Source: an optimization exercise on an open RTL-to-GDS flow (aim: small area, a short achievable clock period and few clock cycles per item). Production flows keep margins and buffers that such runs may drop.
At most, simulation tests tie the RTL to the original design; equivalence was not proved.
For runs 1 and 2, only the layout was checked, not whether the RTL still works.
Power figures rest on the tool's default switching activity, not on a simulated workload.

==> design/flow/design.v <==
package alu_pkg;
  localparam int reg_w   = 64;
  localparam int imm_w   = 32;
  localparam int flags_w = 16;
  localparam int adr_w   = 3;
endpackage
`timescale 1ns/10ps
module alu_unit (
  input  logic        clk,
  input  logic        rst,
  input  logic        bus_cyc,
  input  logic        bus_stb,
  input  logic        bus_we,
  input  logic [2:0]  bus_adr,
  input  logic [63:0] bus_wdata,
  output logic        bus_ack,
  output logic [63:0] bus_rdata
);
  logic [63:0] s_q;
  logic [63:0] t_q;
  logic        c_valid;
  logic [3:0]  c_op;
  logic [1:0]  c_w;
  logic        c_use_imm;
  logic [31:0] c_imm;
  logic [63:0] q_d  [4];
  logic [4:0]  q_f  [4];
  logic [1:0]  wr_ptr;
  logic [1:0]  rd_ptr;
  logic [2:0]  count;
  logic [4:0]  chain;
  logic [4:0]  last_f;
  logic        pres;
  logic        rd_res;
  logic        wr_acc;
  logic        rd_acc;
  assign pres    = bus_cyc && bus_stb;
  assign rd_res  = !bus_we && (bus_adr == 3'd3);
  assign bus_ack = pres && !(rd_res && (count == 3'd0));
  assign wr_acc  = pres && bus_we;
  assign rd_acc  = pres && rd_res && (count != 3'd0);
  always_comb begin
    case (bus_adr)
      3'd0:    bus_rdata = s_q;
      3'd1:    bus_rdata = t_q;
      3'd3:    bus_rdata = q_d[rd_ptr];
      3'd4:    bus_rdata = {52'd0, last_f[4], 3'd0, last_f[3], last_f[2], 3'd0, last_f[1], 1'b0, last_f[0]};
      default: bus_rdata = '0;
    endcase
  end
  logic [63:0] t_e;
  logic [63:0] tx;
  logic        sub;
  logic        arith;
  logic        keep;
  logic        cin;
  logic [64:0] sum;
  logic [63:0] carries;
  logic        c_hi;
  logic        c_lo;
  logic [63:0] raw;
  logic [63:0] r;
  logic [63:0] mask;
  logic [63:0] zc;
  logic        zf_add;
  logic        zf_log;
  logic [4:0]  f_new;
  assign t_e   = c_use_imm ? {{32{c_imm[31]}}, c_imm} : t_q;
  assign sub   = (c_op == 4'd1) || (c_op == 4'd3) || (c_op == 4'd9);
  assign arith = (c_op <= 4'd3) || (c_op == 4'd9);
  assign keep  = (c_op == 4'd8) || (c_op >= 4'd11);
  assign cin   = sub ^ ((c_op[3:1] == 3'd1) && chain[0]);
  assign tx    = sub ? ~t_e : t_e;
  logic [63:0] pp;
  logic [63:0] gg;
  logic [63:0] gk [7];
  logic [63:0] pk [7];
  assign pp = s_q ^ tx;
  assign gg = s_q & tx;
  assign gk[0] = {gg[63:1], gg[0] | (pp[0] & cin)};
  assign pk[0] = pp;
  for (genvar l = 0; l < 6; l++) begin : g_ks
    for (genvar i = 0; i < 64; i++) begin : g_bit
      if (i >= (1 << l)) begin : g_op
        assign gk[l+1][i] = gk[l][i] | (pk[l][i] & gk[l][i - (1 << l)]);
        assign pk[l+1][i] = pk[l][i] & pk[l][i - (1 << l)];
      end else begin : g_pass
        assign gk[l+1][i] = gk[l][i];
        assign pk[l+1][i] = pk[l][i];
      end
    end
  end
  assign carries = {gk[6][62:0], cin};
  assign sum     = {gk[6][63], pp ^ carries};
  always_comb begin
    case (c_w)
      2'd0:    begin mask = 64'h0000_0000_0000_00ff; c_hi = carries[8];  c_lo = carries[7];  end
      2'd1:    begin mask = 64'h0000_0000_0000_ffff; c_hi = carries[16]; c_lo = carries[15]; end
      2'd2:    begin mask = 64'h0000_0000_ffff_ffff; c_hi = carries[32]; c_lo = carries[31]; end
      default: begin mask = '1;                      c_hi = sum[64];     c_lo = carries[63]; end
    endcase
  end
  assign zc = pp ^ {pp[62:0] | gg[62:0], cin};
  assign zf_add = ((zc & mask) == '0);
  always_comb begin
    case (c_op)
      4'd0, 4'd1, 4'd2, 4'd3, 4'd9: raw = sum[63:0];
      4'd4, 4'd10:                  raw = gg;
      4'd5:                         raw = pp | gg;
      4'd6:                         raw = pp;
      4'd7:                         raw = s_q << t_e[5:0];
      default:                      raw = t_e;
    endcase
  end
  assign r      = raw & mask;
  assign zf_log = (r == '0);
  always_comb begin
    logic sf;
    case (c_w)
      2'd0:    sf = raw[7];
      2'd1:    sf = raw[15];
      2'd2:    sf = raw[31];
      default: sf = raw[63];
    endcase
    if (keep) begin
      f_new = chain;
    end else begin
      f_new[0] = arith && (c_hi ^ sub);
      f_new[1] = ~^raw[7:0];
      f_new[2] = arith ? zf_add : zf_log;
      f_new[3] = sf;
      f_new[4] = arith && (c_hi ^ c_lo);
    end
  end
  always_ff @(posedge clk) begin
    if (rst) begin
      c_valid <= 1'b0;
      wr_ptr  <= '0;
      rd_ptr  <= '0;
      count   <= '0;
      chain   <= '0;
      last_f  <= '0;
    end else begin
      c_valid <= wr_acc && (bus_adr == 3'd2);
      if (c_valid) begin
        wr_ptr <= wr_ptr + 2'd1;
        chain  <= f_new;
      end
      if (rd_acc) begin
        rd_ptr <= rd_ptr + 2'd1;
        last_f <= q_f[rd_ptr];
      end
      count <= count + {2'd0, c_valid} - {2'd0, rd_acc};
    end
  end
  always_ff @(posedge clk) begin
    if (wr_acc && bus_adr == 3'd0) s_q <= bus_wdata;
    if (wr_acc && bus_adr == 3'd1) t_q <= bus_wdata;
    if (wr_acc && bus_adr == 3'd2) begin
      c_op      <= bus_wdata[3:0];
      c_w       <= bus_wdata[5:4];
      c_use_imm <= bus_wdata[6];
      c_imm     <= bus_wdata[38:7];
    end
    if (c_valid) begin
      q_d[wr_ptr] <= ((c_op == 4'd9) || (c_op == 4'd10)) ? 64'd0 : r;
      q_f[wr_ptr] <= f_new;
    end
  end
endmodule
==> design/flow/run.sh <==
#!/bin/bash
# synth_recipe.tcl (not shown) runs the flow's synth.tcl, then flattens the netlist and writes it again
# the make line also repeats each setting of config.mk as NAME=value (left out here)
make -C /OpenROAD-flow-scripts/flow DESIGN_CONFIG=/design/flow/config.mk WORK_HOME=/design/flow/orfs CLKGATE_MAP_FILE= SYNTH_SCRIPT=/design/flow/synth_recipe.tcl finish
==> design/flow/config.mk <==
export PLATFORM = sky130hd
export DESIGN_NAME = alu_unit
export DESIGN_NICKNAME = alu_unit
export VERILOG_FILES = /design/flow/design.v
export SDC_FILE = /design/flow/constraint.sdc
export NUM_CORES = 4
export LEC_CHECK = 0
export ABC_CLOCK_PERIOD_IN_PS = 4000
export CAP_MARGIN = 20
export CORE_MARGIN = 2
export CORE_UTILIZATION = 40
export SETUP_SLACK_MARGIN = 1.5
export SLEW_MARGIN = 20
==> design/flow/constraint.sdc <==
create_clock -name core_clock -period 5.5 [get_ports {clk}]
set_input_delay 1.1000 -clock core_clock [delete_from_list [all_inputs] [get_ports {clk}]]
set_output_delay 1.1000 -clock core_clock [all_outputs]
set_load 0.01 [all_outputs]
==> metrics.md, run 1 <==
| Metric | Value |
|---|---|
| Outcome | `finished with violations` |
| Layout Check Fails | `setup timing` |
| Num rows | `104` |
| Final Cell Area | `about 0.044 mm^2` |
| First-pass GRT wire length | `213000 um` |
| Pin count of the biggest net entering global routing | `68` |
| Worst Reg2Reg Path Length in Cells | `25` |
| Post-synthesis xor/xnor area fraction | `4.99%` |
| Post-synth cell types | `84` |
| Max-Cap Viols | `0` |
| Skew-Pair Late Insertion Delay | `roughly 600 ps` |
| Sw Pwr | `2010 uW` |
| Critical path depth in cells | `25` |
| Worst R2R Start | `c_op[1]` |
| CP max FO | `4` |
| Yosys warns | `3` |
| Final GP Congestion | `1.07` |
| Internal | `6130 uW` |
| Die Y | `288 um` |
| Die Wd | `288 um` |
| Post-synthesis compound-gate area fraction | `about 18%` |
| Post-synth net total | `3428` |
| Setup slack, reg-to-reg | `-170 ps` |
| Nature of the critical path startpoint | `register` |
| P&R area growth vs syn | `36.0%` |
| DR vias/cell | `between 6 and 7` |
| Clock skew | `16.6 ps` |
| Sequential element share of the synthesized area | `42.4%` |
| Cell Area, Placed | `approximately 0.04 mm^2` |
| Largest family of logic cells by synthesized area | `compound AO/OA/AOI/OAI gates` |
| H-Tree Depth | `2` |
| Mux share of post-synthesis cell area | `a little over an eighth` |
| Pin slew with the least headroom to its limit | `about 1100 ps` |
| ANT nets after route | `0` |
| Vias in the first global route | `30235` |
| Cells after Synth | `3215` |
| P per Cell Area | `around 190 mW/mm^2` |
| Clk buf depth | `3` |
| Placed cell count | `slightly below 5000` |
| Final Power | `8140 uW` |
| Cell family with most CP delay | `compound AO/OA/AOI/OAI gates` |
| Main synth FF type | `edfxtp_1` |
| Fin crit period | `5670 ps` |
| Final nets | `a little over 4000` |
| Worst-case vdd ir drop | `265 uV` |
| Crit path from | `c_op[1]` |
| DIE AREA | `0.0831 mm^2` |
| Final WL | `149000 um` |
| Final Non-Filler Cells | `5033` |
| CP bufs+invs | `6` |
| Worst path required time | `6000 ps` |
| Port buffer count | `136` |
| Combinational cell fraction of total power | `13.9%` |
| Max incr delay on CP | `500 ps` |
| FF+latch count, synth | `463` |
| CP max stage cell | `or4b_4` |
| HPWL after DPL | `116000 um` |
| Core area | `0.0803 mm^2` |
| Post-route setup TNS | `-736 ps` |
| RSZ-0062 raised after global routing | `yes` |
| Iter 0 DRT Violations | `about 3200` |
| Crit path to | `chain[2]` |
| Num CTS Buffers | `48` |
| Leakage power | `0.0169 uW` |
| Period utilization | `103%` |
| CTS tree | `built` |
| Mapped Avg Cell Area | `10.1 um^2` |
| DRT Pass-1 Iters | `6` |
| Ports | `137` |
| Post-layout util | `54.8%` |
| Max Slew Vio Count | `0` |
| Clock Sink Count | `463` |
| Worst EP arrival | `a little over 6000 ps` |
| Routed len/inst | `29.7 um` |
| Starting Density | `40.3%` |
| Setup ws final | `-167 ps` |
| Final Hold Vio Count | `0` |
| Post-Syn Area | `about 0.032 mm^2` |
| Vias | `30791` |
| Root buffer cell | `clkbuf_16` |
| Antenna violations before repair | `3` |
| Worst hold path class | `reg2reg` |
| Worst r2r dst | `chain[2]` |
| Sw frac | `24.7%` |
| Clk pwr share | `38.4%` |
| Post-synthesis simple-gate area fraction | `11.5%` |
| Share of layout cells above drive strength 1 | `between 30% and 40%` |
| Final setup viols | `5` |
| Synth async-reset ratio | `0%` |
| Clk slew on worst S/H paths | `60 ps` |
| Layout fillers | `between 7000 and 8000` |
| Worst Setup End Kind | `register` |
| Seq pwr share | `47.6%` |
| GRT Overall Usage | `35.2%` |
| Global route overflow | `0` |
| CP Class | `reg2reg` |
| Post-synthesis adder-cell area fraction | `5.53%` |
| Rel. slew slack | `28.8%` |
| Highest clock rate | `approximately 180 MHz` |
| DRC Markers | `0` |
| EDFF count, synth | `443` |
## worst reg2reg max path, delay by kind of cell, from the launching register on
| family | cells | cell delay (ps) |
|---|---|---|
| AOI/OAI and AO/OA | 8 | 1820 |
| DFF | 1 | 410 |
| xor gates and xnor gates | 2 | 280 |
| adders and majority gates | 2 | 580 |
| and+or+nand+nor | 7 | 1600 |
| buffers and inverters | 6 | 840 |
## synth_stat cells (10+ instances only)
cell / count / area [um^2]
a211oi_1: 53 / 398
o211ai_1: 36 / 270
nor4_1: 26 / 163
xor2_1: 51 / 447
o21ai_0: 166 / 831
nand3_1: 31 / 155
nor3_1: 37 / 185
a221o_1: 14 / 140
nand2b_1: 12 / 75.1
edfxtp_1: 443 / 13300
clkbuf_1: 183 / 687
mux4_2: 96 / 2160
nand2_1: 253 / 950
and3_1: 13 / 81.3
nor2_1: 330 / 1240
dfxtp_1: 20 / 400
a22oi_1: 30 / 225
o22ai_1: 26 / 163
o21a_1: 11 / 82.6
ha_1: 138 / 1730
and2_1: 40 / 250
a31oi_1: 24 / 150
buf_1: 48 / 180
o21bai_1: 10 / 75.1
nand4_1: 42 / 263
inv_1: 160 / 601
a221oi_1: 51 / 447
xnor2_1: 133 / 1160
a21oi_1: 322 / 1610
a21o_1: 33 / 248
mux2i_1: 184 / 1840
o221ai_1: 22 / 193
## metrics by stage
| stage | hold slack [ps] | worst slack, ps |
|---|---|---|
| floorplan | 461 | 74.1 |
| CTS | 492 | 44.7 |
| global route | 531 | -389 |
| global placement | 470 | -520 |
| finish | 489 | -167 |
| detailed placement | 485 | -564 |
## worst min-delay path by stage
| stage | start | to | slack, ps | cells after the start |
|---|---|---|---|---|
| 2_1_floorplan | last_f[0] | last_f[0] | 460 | 2 |
| 3_3_place_gp | chain[1] | chain[1] | 470 | 2 |
| 3_5_place_dp | chain[1] | chain[1] | 480 | 2 |
| 4_1_cts | chain[1] | chain[1] | 490 | 2 |
| 5_1_grt | last_f[1] | last_f[1] | 530 | 2 |
| 6_report | chain[1] | chain[1] | 490 | 2 |
## per-layer routing
metal,vias up,wire (um),GRT usage [%]
met1,15347,61700,47.5
met3,364,13200,7.04
met4,6,7190,14.7
met5,-,29,0
met2,1586,67200,55.4
li1,13488,-,-
## logic make-up (layout without fill, tap and decap cells)
logic type                 count (synthesis)  after routing
adders and majority gates                141            141
muxes                                    297            297
AOI/OAI and AO/OA                        897            897
and+or+nand+nor                          829            829
other                                      0              1
xor gates and xnor gates                 184            184
DFF                                      463            463
buffers and inverters                    404           1161
## sequential cells by signal, summed over array words and instances, names as in the netlist, named ones only
name       count
q_d          256
s_q           64
t_q           64
c_imm         32
q_f           20
chain          5
last_f         5
c_op           4
count          3
c_w            2
rd_ptr         2
wr_ptr         2
c_use_imm      1
c_valid        1
## power groups by stage
stage                     sequential (uW)  combinational, uW  clock (uW)
after CTS                            3870               1060        3180
after global placement               3950               1010           0
after floorplan                      3940                474           0
final                                3880               1130        3130
after global routing                 3870               1190        3310
after detailed placement             3950               1000           0
## cell type report
class                   count  area [um^2]  area share [%]
inverters                 160          604            1.37
well taps                1060         1330            3.02
clock inverters            23          204           0.464
clock buffers              63         1280            2.91
diodes                      1         2.50         0.00569
multi-input cells        2348        19300            43.8
repair buffers            915         7590            17.3
flip-flops and latches    463        13700            31.2
## repair_timing
| action | 4_1_cts | 5_1_grt |
|---|---|---|
| pin swaps | 65 | 80 |
| hold endpoints to repair | 0 | 0 |
| buffers inserted | 35 | 23 |
| setup endpoints to repair | 306 | 314 |
| gates resized for setup | 210 | 241 |
| hold buffers | 0 | 0 |
## cells in the final DEF (no fill, tap or decap), drive strengths merged, types with 51 or more instances in the layout
cell type	instances
a211oi	53
a21oi	322
a221oi	51
buf	782
clkbuf	63
clkdlybuf4s50	133
edfxtp	443
ha	138
inv	160
mux2i	188
mux4	96
nand2	253
nor2	330
o21ai	171
xnor2	133
xor2	51
==> run 2: changes to the inputs <==
==> design/flow/config.mk (replaced) <==
export PLATFORM = sky130hd
export DESIGN_NAME = alu_unit
export DESIGN_NICKNAME = alu_unit
export VERILOG_FILES = /design/flow/design.v
export SDC_FILE = /design/flow/constraint.sdc
export NUM_CORES = 4
export LEC_CHECK = 0
export ABC_CLOCK_PERIOD_IN_PS = 3000
export CAP_MARGIN = 20
export CORE_MARGIN = 2
export CORE_UTILIZATION = 40
export SETUP_SLACK_MARGIN = 2.5
export SLEW_MARGIN = 20
==> run 2 against run 1 <==
The layout still fails its checks (setup timing). Critical path depth stayed put. Critical path type unchanged. Sequential share of layout area rose by 0.38 points. Core utilization shrank 0.65 points. Largest cell class unchanged. Register-to-register slack lost 50 ps. Clock skew up 6.7 ps. Via count is 0.25% higher. Clock-buffer cell count is 8 lower. Sequential power about the same. Clock power hardly changed. Non-clock buffer count decreased by 35.
==> metrics.md, run 2 <==
| Metric | Value |
|---|---|
| Outcome | `finished with violations` |
| Layout Check Fails | `setup timing` |
| Num CTS Buffers | `46` |
| Skew-Pair Late Insertion Delay | `around 610 ps` |
| M1 GR Usage | `47.9%` |
| Ports | `137` |
| Register area | `0.0137 mm^2` |
| Biggest area consumer among synthesized cells | `edfxtp_1` |
| Synth async-reset ratio | `0%` |
| DIE AREA | `0.0831 mm^2` |
| GR peak layer | `met2` |
| Final Hold Vio Count | `0` |
| Top reg by flops | `q_d` |
| Crit path from | `c_op[1]` |
| Sw Pwr | `between 2000 and 2500 uW` |
| Clock skew | `between 20 and 25 ps` |
| Fin crit period | `5720 ps` |
| Setup ws final | `-219 ps` |
| Final nets | `4112` |
| Post-route setup TNS | `-1050 ps` |
| Vias | `30867` |
| Leakage power | `0.0167 uW` |
| Crit path to | `q_f[3][2]` |
| P per Cell Area | `186 mW/mm^2` |
| Post-Syn Area | `0.0323 mm^2` |
| Final GP Congestion | `~1.1` |
| DRT Pass-1 Iters | `7` |
| Critical path depth in cells | `25` |
| Rel. slew slack | `25.6%` |
| Seq pwr share | `roughly 48%` |
| Die Wd | `around 290 um` |
| Count leader, synth | `edfxtp_1` |
| H-Tree Depth | `2` |
| Area of the multi-input gates | `0.0189 mm^2` |
| Worst-case vdd ir drop | `about 240 uV` |
| DR vias/cell | `6.17` |
| Iter 0 DRT Violations | `3546` |
| Num rows | `roughly 100` |
| Root buffer cell | `clkbuf_16` |
| Starting Density | `40.3%` |
| Clk pwr share | `38.4%` |
| Cell family with most CP delay | `compound AO/OA/AOI/OAI gates` |
| Vias in the first global route | `29815` |
| Final setup viols | `5` |
| Most frequent cells in the layout | `buf_4 (674), edfxtp_1 (443), nor2_1 (308), a21oi_1 (273), nand2_1 (247)` |
| Antenna violations before repair | `2` |
| RSZ-0062 raised after global routing | `yes` |
| CP Class | `reg2reg` |
| Post-synth top cells | `edfxtp_1 (443), nor2_1 (330), a21oi_1 (322)` |
| Setup slack, reg-to-reg | `-220 ps` |
| Worst path most repeated cell | `buf_6` |
| Die Y | `288 um` |
| Post-synth net total | `3428` |
| Highest clock rate | `approximately 170 MHz` |
| EDFF count, synth | `443` |
| Worst R2R Start | `c_op[1]` |
| Pin slew with the least headroom to its limit | `~1100 ps` |
| Sw frac | `24.8%` |
| Worst hold path class | `reg2reg` |
| Cells after Synth | `between 3000 and 4000` |
| Layout fillers | `7227` |
| CP max stage cell | `or4b_4` |
| Largest registers | `q_d (256), s_q (64), t_q (64)` |
| Met3 usage | `6.45%` |
| Worst r2r dst | `q_f[3][2]` |
| Nature of the critical path startpoint | `register` |
| Clock Sink Count | `463` |
| Worst Reg2Reg Path Length in Cells | `25` |
| Main synth FF type | `edfxtp_1` |
| P&R area growth vs syn | `34.4%` |
| Internal | `6080 uW` |
| Most common cell after layout, fill and taps aside | `buf_4` |
| Clk buf depth | `3` |
| Final WL | `149000 um` |
| Sequential element share of the synthesized area | `between 40 and 50%` |
| GRT Overall Usage | `35.2%` |
| CTS tree | `built` |
| First-pass GRT wire length | `211000 um` |
| Post-synth cell types | `84` |
| Worst path required time | `5950 ps` |
| Share of layout cells above drive strength 1 | `30.7%` |
| Post-layout util | `around 54%` |
| Cell Area, Placed | `0.0398 mm^2` |
| Synth top area cells | `edfxtp_1 (41%), mux4_2 (6.7%), mux2i_1 (5.7%), ha_1 (5.3%), a21oi_1 (5.0%)` |
| Top cell type's share of synthesized area | `41.2%` |
| Mapped Avg Cell Area | `10.1 um^2` |
| CP bufs+invs | `6` |
| Max incr delay on CP | `~490 ps` |
| Worst Setup End Kind | `register` |
| Global route overflow | `0` |
| Max Slew Vio Count | `0` |
| Max reg flops | `between 200 and 300` |
| GR Util met2 | `55.4%` |
| Period utilization | `104%` |
| Worst EP arrival | `about 6200 ps` |
| Final Hold Slack | `486 ps` |
| DRC Markers | `0` |
| Pin count of the biggest net entering global routing | `65` |
| CP max FO | `6` |
| Port buffer count | `136` |
| Routed len/inst | `approximately 30 um` |
| Final Cell Area | `~0.043 mm^2` |
| Clk slew on worst S/H paths | `70 ps` |
| HPWL after DPL | `115000 um` |
| ANT nets after route | `0` |
| FF+latch count, synth | `463` |
| Yosys warns | `3` |
| Core area | `0.0803 mm^2` |
| Max-Cap Viols | `0` |
| Combinational cell fraction of total power | `13.7%` |
run 2: cells by family after synthesis:
logic type | after synthesis | share of synthesized area (%)
simple gates | 829 | 11.5
compound gates | 897 | 17.6
mux | 297 | 13.1
fa+ha+maj | 141 | 5.53
xor+xnor | 184 | 4.99
flops | 463 | 42.4
buf+inv | 404 | 4.86
run 2: worst min-delay path, cell delays in order (launching register included):
cell and delay, ps:
dfxtp_1 310, nor2_1 80, a311oi_1 50
run 2: cell type report:
class                   instances  share of cell area, %
clock inverters                28                  0.599
clock buffers                  55                   2.75
repair buffers                880                   17.2
multi-input cells            2348                   43.5
inverters                     160                   1.39
flip-flops and latches        463                   31.6
well taps                    1060                   3.05
diodes                          5                 0.0288
run 2: timing repair:
action | CTS | global route
cloned | 1 | 0
gates resized for setup | 239 | 132
pin swaps | 59 | 54
setup endpoints to repair | 348 | 399
hold buffers | 0 | 0
setup buffers | 26 | 13
run 2: metrics by stage:
| step | total power, uW | setup WS (ps) | std cells |
|---|---|---|---|
| floorplan | 4420 | 74.1 | 3215 |
| global placement | 4960 | -739 | 4870 |
| detailed placement | 4950 | -795 | 4870 |
| CTS | 8070 | -115 | 4980 |
| global route | 8300 | -294 | 4994 |
| finish | 8090 | -219 | 4999 |
run 2: metal layers:
layer / wire, um / share of wire (%)
met4: 7190 / 4.8
met5: 11 / 0.0074
met3: 13200 / 8.8
met2: 66800 / 45
met1: 61700 / 41
run 2: power by group through the flow:
| stage | Clock (uW) | Combinational (uW) | Sequential (uW) |
|---|---|---|---|
| after floorplan | 0 | 477 | 3940 |
| after global placement | 0 | 1010 | 3950 |
| after detailed placement | 0 | 1000 | 3950 |
| after CTS | 3140 | 1060 | 3870 |
| after global routing | 3260 | 1160 | 3870 |
| final | 3100 | 1110 | 3870 |
run 2: worst min-delay path by stage:
stage | to | start | depth (start not counted)
2_1_floorplan | last_f[0] | last_f[0] | 2
3_3_place_gp | chain[1] | chain[1] | 2
3_5_place_dp | chain[1] | chain[1] | 2
4_1_cts | chain[1] | chain[1] | 2
5_1_grt | chain[1] | chain[1] | 2
6_report | chain[1] | chain[1] | 2
==> run 3: changes to the inputs <==
--- a/design/flow/design.v
+++ b/design/flow/design.v
@@ -71,27 +71,8 @@
   assign keep  = (c_op == 4'd8) || (c_op >= 4'd11);
   assign cin   = sub ^ ((c_op[3:1] == 3'd1) && chain[0]);
   assign tx    = sub ? ~t_e : t_e;
-  logic [63:0] pp;
-  logic [63:0] gg;
-  logic [63:0] gk [7];
-  logic [63:0] pk [7];
-  assign pp = s_q ^ tx;
-  assign gg = s_q & tx;
-  assign gk[0] = {gg[63:1], gg[0] | (pp[0] & cin)};
-  assign pk[0] = pp;
-  for (genvar l = 0; l < 6; l++) begin : g_ks
-    for (genvar i = 0; i < 64; i++) begin : g_bit
-      if (i >= (1 << l)) begin : g_op
-        assign gk[l+1][i] = gk[l][i] | (pk[l][i] & gk[l][i - (1 << l)]);
-        assign pk[l+1][i] = pk[l][i] & pk[l][i - (1 << l)];
-      end else begin : g_pass
-        assign gk[l+1][i] = gk[l][i];
-        assign pk[l+1][i] = pk[l][i];
-      end
-    end
-  end
-  assign carries = {gk[6][62:0], cin};
-  assign sum     = {gk[6][63], pp ^ carries};
+  assign sum   = {1'b0, s_q} + {1'b0, tx} + {64'd0, cin};
+  assign carries = sum[63:0] ^ s_q ^ tx;
   always_comb begin
     case (c_w)
       2'd0:    begin mask = 64'h0000_0000_0000_00ff; c_hi = carries[8];  c_lo = carries[7];  end
@@ -100,14 +81,14 @@
       default: begin mask = '1;                      c_hi = sum[64];     c_lo = carries[63]; end
     endcase
   end
-  assign zc = pp ^ {pp[62:0] | gg[62:0], cin};
+  assign zc = (s_q ^ tx) ^ {s_q[62:0] | tx[62:0], cin};
   assign zf_add = ((zc & mask) == '0);
   always_comb begin
     case (c_op)
       4'd0, 4'd1, 4'd2, 4'd3, 4'd9: raw = sum[63:0];
-      4'd4, 4'd10:                  raw = gg;
-      4'd5:                         raw = pp | gg;
-      4'd6:                         raw = pp;
+      4'd4, 4'd10:                  raw = s_q & t_e;
+      4'd5:                         raw = s_q | t_e;
+      4'd6:                         raw = s_q ^ t_e;
       4'd7:                         raw = s_q << t_e[5:0];
       default:                      raw = t_e;
     endcase
==> design/flow/config.mk (replaced) <==
export PLATFORM = sky130hd
export DESIGN_NAME = alu_unit
export DESIGN_NICKNAME = alu_unit
export VERILOG_FILES = /design/flow/design.v
export SDC_FILE = /design/flow/constraint.sdc
export NUM_CORES = 4
export LEC_CHECK = 0
export CAP_MARGIN = 20
export CORE_MARGIN = 2
export CORE_UTILIZATION = 40
export SLEW_MARGIN = 20
==> run 3 against run 2 <==
The run now finishes clean. Critical path depth down 1. Sequential power about the same. Global-route usage up 1.1 points. First-iteration DRC count up 13%. Die area up 7.9%. Register-to-register slack better by 370 ps. Synthesized area up 8.0%. Worst setup slack better by 370 ps. Core utilization down 2.1 points. Largest power group unchanged. Highest routed layer is now met4.
==> metrics.md, run 3 <==
| Metric | Value |
|---|---|
| Die Y | `299 um` |
| Seq pwr share | `around half` |
| Outcome | `no timing/DRC/antenna violations` |
| Layout fillers | `7908` |
| Final GP Congestion | `1.07` |
| Vias in the first global route | `32288` |
| Post-Syn Area | `0.0349 mm^2` |
| Worst hold path class | `reg2reg` |
| Top cell type's share of synthesized area | `38.1%` |
| Global route overflow | `0` |
| H-Tree Depth | `2` |
| Post-synth top cells | `edfxtp_1 (443), nor2_1 (318), a21oi_1 (311)` |
| Final Power | `~7900 uW` |
| Post-synthesis adder-cell area fraction | `9.70%` |
| Sequential element share of the synthesized area | `between 30% and 40%` |
| Clk buf depth | `3` |
| Post-synth cell types | `93` |
| Setup slack, reg-to-reg | `150 ps` |
| Worst EP arrival | `5760 ps` |
| DRT Pass-1 Iters | `6` |
| Biggest area consumer among synthesized cells | `edfxtp_1` |
| Nature of the critical path startpoint | `register` |
| CTS Hold Bufs | `0` |
| Worst-case vdd ir drop | `241 uV` |
| Period utilization | `between 90 and 100%` |
| Ports | `137` |
| Top reg by flops | `q_d` |
| FF+latch count, synth | `463` |
| Share of layout cells above drive strength 1 | `27.8%` |
| Cell Area, Placed | `0.0428 mm^2` |
| Pin count of the biggest net entering global routing | `68` |
| CP Class | `reg2reg` |
| Pre-CTS WS | `-432 ps` |
| Rel. slew slack | `33.5%` |
| Worst Setup End Kind | `register` |
| Iter 0 DRT Violations | `4024` |
| Final Non-Filler Cells | `5334` |
| Post-synthesis compound-gate area fraction | `16.2%` |
| Post-synthesis xor/xnor area fraction | `4.54%` |
| Placed cell count | `between 5000 and 6000` |
| Yosys warns | `1` |
| Most common cell after layout, fill and taps aside | `buf_4` |
| CP max FO | `12` |
| Num rows | `roughly 110` |
| Setup ws final | `150 ps` |
| Largest registers | `q_d (256), s_q (64), t_q (64)` |
| Main synth FF type | `edfxtp_1` |
| Worst path required time | `5910 ps` |
| Final Cell Area | `around 0.045 mm^2` |
| Antenna violations before repair | `5` |
| Count leader, synth | `edfxtp_1` |
| DR vias/cell | `6.20` |
| Final Hold Vio Count | `0` |
| Fin crit period | `5350 ps` |
| Die Wd | `299 um` |
| Core area | `between 0.08 and 0.09 mm^2` |
| Max-Cap Viols | `0` |
| Clock Sink Count | `463` |
| Sw Pwr | `2010 uW` |
| Max Slew Vio Count | `0` |
| Port buffer count | `136` |
| Final Hold Slack | `503 ps` |
| Synth async-reset ratio | `0%` |
| Skew-Pair Late Insertion Delay | `590 ps` |
| Cells after Synth | `around 3400` |
| Sw frac | `25.4%` |
| Synth top area cells | `edfxtp_1 (38%), ha_1 (9.5%), mux4_2 (7.9%), mux2i_1 (4.5%), a21oi_1 (4.5%)` |
| GRT Overall Usage | `36.3%` |
| ANT nets after route | `0` |
| Root buffer cell | `clkbuf_16` |
| Final WL | `166000 um` |
| Final setup viols | `0` |
| Post-synthesis simple-gate area fraction | `11.5%` |
| Vias | `33052` |
| Leakage power | `0.0180 uW` |
| Final nets | `between 4000 and 5000` |
| Pin slew with the least headroom to its limit | `995 ps` |
| Starting Density | `40.3%` |
| Clk pwr share | `36.7%` |
| Clk slew on worst S/H paths | `about 60 ps` |
| HPWL after DPL | `129000 um` |
| Highest clock rate | `187 MHz` |
| Routed len/inst | `31.2 um` |
| Most frequent cells in the layout | `buf_4 (755), edfxtp_1 (443), nor2_1 (308), a21oi_1 (278), ha_1 (250)` |
| EDFF count, synth | `443` |
| Max reg flops | `roughly 260` |
| P&R area growth vs syn | `29.0%` |
| Area of the multi-input gates | `0.0203 mm^2` |
| First-pass GRT wire length | `233000 um` |
| Largest family of logic cells by synthesized area | `compound AO/OA/AOI/OAI gates` |
| Internal | `roughly 6000 uW` |
| Register area | `between 0.01 and 0.015 mm^2` |
| CTS tree | `built` |
| Post-synth net total | `about 3800` |
| Mapped Avg Cell Area | `10.2 um^2` |
| Num CTS Buffers | `between 40 and 50` |
| P per Cell Area | `roughly 180 mW/mm^2` |
| Clock skew | `31.8 ps` |
| DRC Markers | `0` |
| Mux share of post-synthesis cell area | `13.7%` |
| Combinational cell fraction of total power | `between 10% and 20%` |
| DIE AREA | `0.0897 mm^2` |
## run 3: cell types whose count changed in the layout (fill, tap and decap cells not counted), sizes merged, moves of 14 or more
cell,change
nand4,+14
mux4,+33
buf,+27
o22ai,+14
nand2,-27
a221oi,-16
inv,+68
a22oi,-14
mux2i,-28
nand3,+18
ha,+128
## run 3: cell families after synthesis
logic type | Yosys count
and+or+nand+nor | 862
buffers and inverters | 470
adders and majority gates | 269
xor gates and xnor gates | 181
muxes | 306
AOI/OAI and AO/OA | 885
DFF | 463
## run 3: final timing paths
| kind | from | end | depth (start not counted) |
|---|---|---|---|
| hold reg to reg | chain[1] | chain[1] | 2 |
| hold / removal | chain[1] | chain[1] | 2 |
| setup / recovery | c_op[1] | q_f[2][2] | 24 |
| setup reg to reg | c_op[1] | q_f[2][2] | 24 |
## run 3: through the flow
step                      utilization (%)  setup TNS (ps)
after floorplan                         -               0
after global placement               49.4           -1600
after detailed placement             49.4           -1910
after CTS                            51.2               0
after global routing                 52.0            -142
final                                52.0               0
## run 3: worst max-delay path, stage by stage, from the launching register on
cell	delay, ps
edfxtp_1	400
nand2b_4	170
a21oi_4	180
nand2_4	90
buf_12	170
buf_12	150
xnor2_1	230
buf_4	160
inv_1	30
ha_1	190
a21oi_1	140
o21ai_0	170
buf_4	200
or4_1	450
a21boi_1	250
buf_4	150
o21ai_0	110
a41oi_1	320
buf_4	190
a221oi_2	160
a2111oi_0	400
nand4_1	240
nor4_2	280
nand2_2	140
a21oi_4	200
## run 3: metal layers
layer	track usage, %	wire length [um]	up-vias
met5	0	0	-
met4	27.6	15500	0
met3	6.60	14000	552
met2	56.7	74300	1979
met1	44.8	62500	16224
li1	-	-	14297
## run 3: what timing repair did
action / in CTS / in global routing
gates resized for setup: 52 / 150
gates cloned: 0 / 1
setup buffers: 5 / 6
pin swaps: 6 / 38
setup endpoints to repair: 10 / 15
## run 3: cell type report
| class | instances | area share [%] |
|---|---|---|
| antenna | 1 | 0.00555 |
| sequential | 463 | 30.4 |
| tap | 1155 | 3.21 |
| timing repair buffer | 908 | 16.3 |
| inverter | 228 | 1.91 |
| multi-input combinational | 2503 | 45.2 |
| clock buffer | 54 | 2.55 |
| clock inverter | 22 | 0.428 |
## run 3: power by group through the flow
stage / Clock [uW] / Sequential, uW / Combinational [uW]
after floorplan: 0 / 3950 / 486
after global placement: 0 / 3950 / 1080
after CTS: 2930 / 3870 / 1100
after detailed placement: 0 / 3950 / 1080
after global routing: 3070 / 3870 / 1200
final: 2910 / 3870 / 1150
Testbench counts of run 3, summed over its fixed seeds: cycles 11,245, ops 3,200.

-- port drivers added, routing unchanged --
No port has a modelled driver above. Below, the same layouts with a new extraction and two added sets of constraints. Step 1 assumes that a clkbuf_16 drives the clock port and a buf_2 every other input. Step 2 also shifts input and output timing later by t, the mid clock arrival at the registers, as if the neighbouring blocks saw the same clock. Three values: ideal, step 1, step 2; two values: the first two.
run | t, ns | slack for setup (ns) | worst slew at a driven data input, ns
run 1 | 0.671 | -0.167 / -0.167 / -0.167 | 0.05
run 2 | 0.672 | -0.219 / -0.219 / -0.219 | 0.05
run 3 | 0.644 | 0.150 / 0.150 / 0.150 | 0.08
